Context: an optimization exercise on an open-source flow, tuned for small area, a short achievable clock period and few clock cycles. The choices shown serve that exercise and are no tape-out recipe. In this exercise RTL edits were held to simulation tests only and were not proved equivalent to the original. No activity file was given, so power comes from the tool's default toggle rates.

==> flow/design.v (excerpt) <==
module lex_combination_generator_top
#(
	parameter int MAX_LIST   = 16,
	parameter int MAX_CHOOSE = 16
) (
	input  logic               clk,
	input  logic               arst_n,
	input  logic               psel,
	input  logic               penable,
	input  logic               pwrite,
	input  logic [2:0]         paddr,
	input  logic [31:0]        pwdata,
	output logic [31:0]        prdata,
	output logic               pready,
	input  logic               in_valid,
	output logic               in_stall,
	input  logic               command,
	input  logic [3:0]         load_index,
	input  logic signed [31:0] load_value,
	output logic               out_valid,
	input  logic               out_stall,
	output logic signed [31:0] elem_value,
	output logic [3:0]         elem_position,
	output logic               found,
	output logic               empty_comb,
	output logic               last
);
Settings: LEC_CHECK=0, CAP_MARGIN=20, CORE_MARGIN=2, CORE_UTILIZATION=55, SETUP_SLACK_MARGIN=2.7, SLEW_MARGIN=20; clock period 6.0 ns.
standard.sh (not shown) runs the stock make flow with config.mk's settings and CLKGATE_MAP_FILE= SYNTH_SCRIPT=/design/flow/synth_recipe.tcl, a recipe that flattens the netlist after the stock synthesis.
==> flow/flow/run.sh <==
#!/bin/bash
# The standard layout, except that the clock tree is built from clkbuf_8 cells and
# without dummy load cells. Each tool's output goes to the ORFS logs under orfs/logs/; the
# make output goes to standard.log here.
set -euo pipefail
export CTS_ARGS="-sink_clustering_enable -repair_clock_nets -dont_use_dummy_load -buf_list sky130_fd_sc_hd__clkbuf_8"
bash standard.sh > standard.log 2>&1
Testbench counts at the start, summed over its fixed seeds: cycles 16,772.
Rerun with:
==> flow/run.sh (new file) <==
#!/bin/bash
# synth_recipe.tcl (not shown) runs the flow's synth.tcl, then flattens the netlist and writes it again
# the make line also repeats each setting of config.mk as NAME=value (left out here)
make -C /OpenROAD-flow-scripts/flow DESIGN_CONFIG=/design/flow/config.mk WORK_HOME=/design/flow/orfs CLKGATE_MAP_FILE= SYNTH_SCRIPT=/design/flow/synth_recipe.tcl finish
CTS_BUF_LIST = sky130_fd_sc_hd__clkbuf_8   (was not set)
SETUP_SLACK_MARGIN = 2.6   (was 2.7)
removed: flow/flow/run.sh
removed: flow/standard.sh
Outcome: The changed run finished clean. Via count is lower slightly. First-iteration DRC count shrinks by a few percent. Setup slack got worse by 0.031 ns. Global-route usage decreases by 1.3 points. Routed wire length falls by a few percent. Final area goes up slightly. Maximum frequency came out lower slightly. Non-clock buffer count fell by 25. Clock skew fell by 0.035 ns. Total power came out higher by a little under a tenth.
Rerun with:
CTS_BUF_LIST = sky130_fd_sc_hd__clkbuf_4 sky130_fd_sc_hd__clkbuf_8   (was sky130_fd_sc_hd__clkbuf_8)
CTS_CLUSTER_SIZE = 30   (was not set)
SETUP_SLACK_MARGIN = 2.8   (was 2.6)
Outcome: Utilization is higher by 4.4 points; sequential power hardly moves; setup slack loses 0.0045 ns; routed wire length is higher by a little under a tenth; global-route usage came out higher by 1.9 points; cell area is higher by a few percent.
Rerun with:
CORE_UTILIZATION = 70   (was 55)
CTS_BUF_LIST = sky130_fd_sc_hd__clkbuf_8   (was sky130_fd_sc_hd__clkbuf_4 sky130_fd_sc_hd__clkbuf_8)
CTS_CLUSTER_SIZE = not set   (was 30)
SETUP_SLACK_MARGIN = 2.7   (was 2.8)
Effect: The changed run ran to the end with no violations. Clock-buffer cell count falls by 40. Fmax falls by about 0.5%. Non-clock buffer count falls by 74. Via count rises by 5.0%.
Rerun with:
CORE_UTILIZATION = 55   (was 70)
CTS_BUF_LIST = not set   (was sky130_fd_sc_hd__clkbuf_8)
SETUP_SLACK_MARGIN = 2.8   (was 2.7)
Outcome: The changed run finished clean; count of clock-buffer cells in the layout is lower by 33; clock skew is lower by 0.016 ns; utilization is lower by 16 points; sequential power is lower by about 0.8%; setup slack is better by 0.12 ns; critical path depth is lower by 9; flip-flop and latch count stays the same; area after synthesis is unchanged; routed wire length is lower by about 3.5%.

---

Starting RTL as in the previous note.
==> flow/config.mk <==
export PLATFORM = sky130hd
export DESIGN_NAME = lex_combination_generator_top
export DESIGN_NICKNAME = lex_combination_generator_top
export VERILOG_FILES = /design/flow/design.v
export SDC_FILE = /design/flow/constraint.sdc
export NUM_CORES = 4
export LEC_CHECK = 0
export CAP_MARGIN = 20
export CORE_MARGIN = 2
export CORE_UTILIZATION = 55
export SETUP_SLACK_MARGIN = 2.9
export SLEW_MARGIN = 20
==> flow/constraint.sdc <==
create_clock -name core_clock -period 6.0 [get_ports {clk}]
set_input_delay 1.2000 -clock core_clock [delete_from_list [all_inputs] [get_ports {clk}]]
set_output_delay 1.2000 -clock core_clock [all_outputs]
set_load 0.01 [all_outputs]
==> flow/flow/run.sh <==
#!/bin/bash
# The standard layout, except that the clock tree is built from clkbuf_8 cells and
# without dummy load cells. Each tool's output goes to the ORFS logs under orfs/logs/; the
# make output goes to standard.log here.
set -euo pipefail
export CTS_ARGS="-sink_clustering_enable -repair_clock_nets -dont_use_dummy_load -buf_list sky130_fd_sc_hd__clkbuf_8"
bash standard.sh > standard.log 2>&1
Testbench counts at the start, summed over its fixed seeds: cycles 16,772.
Change:
==> flow/run.sh (new file) <==
#!/bin/bash
# synth_recipe.tcl (not shown) runs the flow's synth.tcl, then flattens the netlist and writes it again
# the make line also repeats each setting of config.mk as NAME=value (left out here)
make -C /OpenROAD-flow-scripts/flow DESIGN_CONFIG=/design/flow/config.mk WORK_HOME=/design/flow/orfs CLKGATE_MAP_FILE= SYNTH_SCRIPT=/design/flow/synth_recipe.tcl finish
SETUP_SLACK_MARGIN = 3.3   (was 2.9)
removed: flow/flow/run.sh
removed: flow/standard.sh
The changed run produced a clean layout; flip-flop and latch count is unchanged; hold slack improved by 45 ps; clock skew is lower by 51 ps; cell area is higher by 5.8%; fmax is higher by 1.4%; combinational power is higher by 18%; routed wire length is higher by 4.2%; worst setup slack improved by 46 ps; non-clock buffer count is higher by 67.

[re-timing with driven ports]
The results above use ideal ports. As a check the final layouts listed here were re-extracted and re-timed, cells and wires unchanged.
Step 1 (the two cells are an assumption about what drives the block):
set clk [get_ports {clk}]
set_driving_cell -lib_cell sky130_fd_sc_hd__clkbuf_16 $clk
set_driving_cell -lib_cell sky130_fd_sc_hd__buf_2 [delete_from_list [all_inputs] $clk]
Step 2, shift: input delay + t, output delay - t, t = (earliest + latest rising clock arrival at the registers) / 2. This alone moves slack from input paths to output paths.
Slacks: ideal / step 1 / step 2; pairs: ideal / step 1.
| run | t (ns) | setup WS [ns] | hold slack, ns |
|---|---|---|---|
| the first run of note 1 | 0.679 | 2.630 / 2.613 / 2.188 | 0.290 / 0.290 / 0.290 |
| the second run of note 1 | 0.700 | 2.599 / 2.549 / 1.978 | 0.336 / 0.336 / 0.336 |
| the third run of note 1 | 0.722 | 2.595 / 2.543 / 2.234 | 0.329 / 0.329 / 0.329 |
| the fourth run of note 1 | 0.677 | 2.577 / 2.568 / 2.189 | 0.329 / 0.329 / 0.329 |
| the fifth run of note 1 | 0.679 | 2.700 / 2.645 / 2.230 | 0.341 / 0.341 / 0.341 |
| the first run of note 2 | 0.680 | 2.672 / 2.619 / 2.335 | 0.297 / 0.297 / 0.297 |
| the second run of note 2 | 0.673 | 2.719 / 2.661 / 2.668 | 0.343 / 0.343 / 0.343 |
After both steps every run listed still meets setup and hold. The setup slack of the second run of note 1, which loses most, moves by -0.050 ns with the drivers and by -0.621 ns with both steps.
